What follows belongs to an exercise in optimizing a design on an open flow for small area, a short achievable clock period and few clock cycles per item; a production flow would make more cautious choices. RTL that was checked went through simulation tests only; none was proved equivalent to the original.

## sha256_hash_engine_top
module sha256_hash_engine_top (
  input  logic        clk,
  input  logic        rst,
  input  logic        cfg_valid,
  output logic        cfg_ready,
  input  logic        cfg_data,
  input  logic        s_axis_tvalid,
  output logic        s_axis_tready,
  input  logic [39:0] s_axis_tdata,    
  input  logic        s_axis_tlast,
  output logic        m_axis_tvalid,
  input  logic        m_axis_tready,
  output logic [39:0] m_axis_tdata,    
  output logic        m_axis_tlast
);
==> flow/config.mk <==
export PLATFORM = sky130hd
export DESIGN_NAME = sha256_hash_engine_top
export DESIGN_NICKNAME = sha256_hash_engine_top
export VERILOG_FILES = /design/flow/design.v
export SDC_FILE = /design/flow/constraint.sdc
export NUM_CORES = 4
export LEC_CHECK = 0
export CAP_MARGIN = 20
export CORE_MARGIN = 2
export CORE_UTILIZATION = 40
export CTS_BUF_LIST = sky130_fd_sc_hd__clkbuf_4 sky130_fd_sc_hd__clkbuf_8
export GPL_ROUTABILITY_DRIVEN = 0
export SETUP_SLACK_MARGIN = 3.7
export SLEW_MARGIN = 20
export TNS_END_PERCENT = 100
==> flow/constraint.sdc <==
create_clock -name core_clock -period 8.5 [get_ports {clk}]
set_input_delay 1.7000 -clock core_clock [delete_from_list [all_inputs] [get_ports {clk}]]
set_output_delay 1.7000 -clock core_clock [all_outputs]
set_load 0.01 [all_outputs]
run.sh (not shown) runs the stock make flow with config.mk's settings and CLKGATE_MAP_FILE= SYNTH_SCRIPT=/design/flow/synth_recipe.tcl, a recipe that flattens the netlist after the stock synthesis.
Testbench counts at the start, summed over its fixed seeds: cycles 55,304, bytes 42,816.
Rerun with:
GPL_ROUTABILITY_DRIVEN = not set   (was 0)
What happened:
- worst setup slack is worse by 0.0090 ns
- utilization went up by 0.22 points
- hold slack is worse by 0.015 ns
- global-route usage went up by 0.95 points
- design area went up slightly
- non-clock buffer count went up by 12
- synthesized cell count does not change
- first-iteration DRC count went down by about a fifth
- area after synthesis stays the same
Rerun with:
CORE_UTILIZATION = 50   (was 40)
GPL_ROUTABILITY_DRIVEN = 0   (was not set)
What happened: Register-to-register slack got worse by 0.14 ns. Final area is lower slightly. Routed wire length is about the same. Non-clock buffer count is higher by 12. Final cell count is lower by a few percent. Worst setup slack got worse by 0.14 ns.
Rerun with:
CORE_UTILIZATION = 40   (was 50)
CTS_BUF_LIST = not set   (was sky130_fd_sc_hd__clkbuf_4 sky130_fd_sc_hd__clkbuf_8)
GPL_ROUTABILITY_DRIVEN = not set   (was 0)
SETUP_SLACK_MARGIN = 3.8   (was 3.7)
Effect:
- The new run completed without violations
- wire length is about the same
- die area is higher by a quarter to a third
- area after synthesis is unchanged
Rerun with:
CTS_BUF_LIST = sky130_fd_sc_hd__clkbuf_4 sky130_fd_sc_hd__clkbuf_8   (was not set)
SETUP_SLACK_MARGIN = 4.2   (was 3.8)
Result: Cell count is higher by a few percent; count of clock-buffer cells in the layout is higher by 70; first-iteration DRC count is higher by roughly a tenth; non-clock buffer count is higher by 180; flip-flop and latch count stays the same; setup slack is worse by 0.13 ns; critical path depth is lower by 2.
Rerun with:
SETUP_SLACK_MARGIN = 3.5   (was 4.2)
What happened: The changed run passed the timing, design-rule and antenna checks; hold slack is worse by 0.018 ns; via count fell by 3.7%; non-clock buffer count fell by 276; synthesized area does not change; worst setup slack stays flat; critical path depth drops by 2; wire length shrinks by 4.8%; clock skew grows by 0.040 ns; count of clock-buffer cells in the layout climbs by 22.

---

== alpha ==
sha256_hash_engine_top again, from the RTL that the note above started with.
## sha256_hash_engine_top
module sha256_hash_engine_top (
  input  logic        clk,
  input  logic        rst,
  input  logic        cfg_valid,
  output logic        cfg_ready,
  input  logic        cfg_data,
  input  logic        s_axis_tvalid,
  output logic        s_axis_tready,
  input  logic [39:0] s_axis_tdata,    
  input  logic        s_axis_tlast,
  output logic        m_axis_tvalid,
  input  logic        m_axis_tready,
  output logic [39:0] m_axis_tdata,    
  output logic        m_axis_tlast
);
  localparam logic [1:0] S_DATA = 2'd0, S_P80 = 2'd1, S_ZERO = 2'd2, S_LEN2 = 2'd3;
  logic [1:0]  src_st;
  logic [3:0]  pos;         
  logic [58:0] words;       
  logic [1:0]  tail;        
  logic        variant;
  logic [2:0]  cnt;
  logic [31:0] in_word, pad_calc, gen_word, out_word;
  logic        gen_valid;
  logic [2:0]  out_idx;
  logic        want, take, out_valid, out_last;
  assign in_word = s_axis_tdata[31:0];
  assign cnt     = (s_axis_tdata[34:32] > 3'd4) ? 3'd4 : s_axis_tdata[34:32];
  always_comb begin
    case (cnt)
      3'd1:    pad_calc = {in_word[31:24], 24'h80_0000};
      3'd2:    pad_calc = {in_word[31:16], 16'h8000};
      3'd3:    pad_calc = {in_word[31:8], 8'h80};
      default: pad_calc = 32'h8000_0000;
    endcase
  end
  always_comb begin
    gen_valid = (src_st != S_DATA) || s_axis_tvalid;
    case (src_st)
  ...
make LEC_CHECK=0 CAP_MARGIN=20 CORE_MARGIN=2 CORE_UTILIZATION=40 CTS_BUF_LIST='sky130_fd_sc_hd__clkbuf_4 sky130_fd_sc_hd__clkbuf_8' SETUP_SLACK_MARGIN=3.0 SLEW_MARGIN=20 TNS_END_PERCENT=100 finish   # period 8.5 ns
Testbench counts of alpha, summed over its fixed seeds: cycles 55,304, bytes 42,816.
For beta, these inputs were changed with respect to alpha:
Settings: a change of SETUP_SLACK_MARGIN from 3.0 to 3.9.
### Flow results
- Taking beta over alpha, the final area ratio works out to 1.05.
- Diff alpha and beta: via count of the first global-routing pass higher in beta
- Changes observed in beta relative to alpha: post-CTS setup buffer count shows an increase of 136, worst hold slack increased 0.030 ns, placed instance area neither gained nor lost much, share of cell area taken by flip-flops and latches lost 2.3 points, fraction of layout cells with a size suffix above 1 grew by 7.5 points.
Relative to beta, the following input files were edited for gamma:
Settings: setting CTS_CLUSTER_SIZE to 24 for the first time; setting CTS_CLUSTER_DIAMETER to 60 for the first time; changing CTS_BUF_LIST from sky130_fd_sc_hd__clkbuf_4 sky130_fd_sc_hd__clkbuf_8 to sky130_fd_sc_hd__clkbuf_8 sky130_fd_sc_hd__clkbuf_16; changing SETUP_SLACK_MARGIN from 3.9 to 3.7.
As far as quantity of hold-fixing buffers added after cts is concerned, beta and gamma perform about the same. Row total inserted antenna cells: gamma higher / beta lower. Compare beta and gamma | data arrival at the endpoint of the critical path lower: gamma. Re slew at the pin closest to its max-slew limit: beta and gamma aren't equal, and the higher value belongs to beta. [gamma vs beta] core utilization: lower in gamma. On post-layout instance area, gamma does better than beta. There was hardly any difference in maximum clock frequency between gamma and beta.

---

Another version of the RTL of sha256_hash_engine_top (not shown whole).
Size in the first run: roughly 5400 cells after synthesis, ~91 I/O pins, ~62000 um2 of cells after synthesis.
clock: 8.5 ns
lec_check: 0
cap_margin: 20
core_margin: 2
core_utilization: 60
setup_slack_margin: 3.0
slew_margin: 20
tns_end_percent: 100
==> next run, changes <==
Settings changed: CORE_UTILIZATION 60 to 40, CTS_BUF_LIST from default to sky130_fd_sc_hd__clkbuf_4 sky130_fd_sc_hd__clkbuf_8.
=>
- The changed run passed the timing, design-rule and antenna checks
- worst setup slack gets better by 190 ps
- via count fell by 1.0%
- cell area rose by 1.5%
- wire length rose by 3.2%
- critical path depth is unchanged
- area after synthesis stays the same
Function was not checked in any run of this note: the RTL went through the layout flow alone.

## port drivers added, routing unchanged
The flow's constraints put no driver on any port. The routed layouts listed below were extracted and timed again, unchanged, in two steps. Step 1 (the two cells are an assumption about what drives the block):
set clk [get_ports {clk}]
set_driving_cell -lib_cell sky130_fd_sc_hd__clkbuf_16 $clk
set_driving_cell -lib_cell sky130_fd_sc_hd__buf_2 [delete_from_list [all_inputs] $clk]
Step 2, shift: input delay + t, output delay - t, t = (earliest + latest rising clock arrival at the registers) / 2. This alone moves slack from input paths to output paths. Three values: ideal, step 1, step 2; two values: the first two.
run	t, ns	slack for setup (ns)	worst setup path at the end	pins driven straight from the clock port
the first run of note 1	0.993	3.663 / 3.663 / 3.206	input to register	1
the second run of note 1	1.007	3.654 / 3.654 / 3.190	input to register	1
the third run of note 1	1.001	3.517 / 3.517 / 2.908	input to register	1
the fourth run of note 1	0.839	3.703 / 3.703 / 3.157	input to register	1
the fifth run of note 1	1.024	3.573 / 3.573 / 3.385	input to register	1
the sixth run of note 1	1.014	3.571 / 3.571 / 3.154	input to register	1
alpha	1.004	3.106 / 3.106 / 3.106	register to register	1
beta	1.022	3.613 / 3.613 / 3.249	input to register	1
gamma	0.821	3.627 / 3.627 / 3.216	input to register	1
the first run of note 3	0.792	2.873 / 2.873 / 2.871	input to register	1
the second run of note 3	1.018	3.068 / 3.068 / 3.068	register to register	1
After both steps every run listed still meets setup and hold. The setup slack of the third run of note 1, which loses most, moves by 0.000 ns with the drivers and by -0.609 ns with both steps.
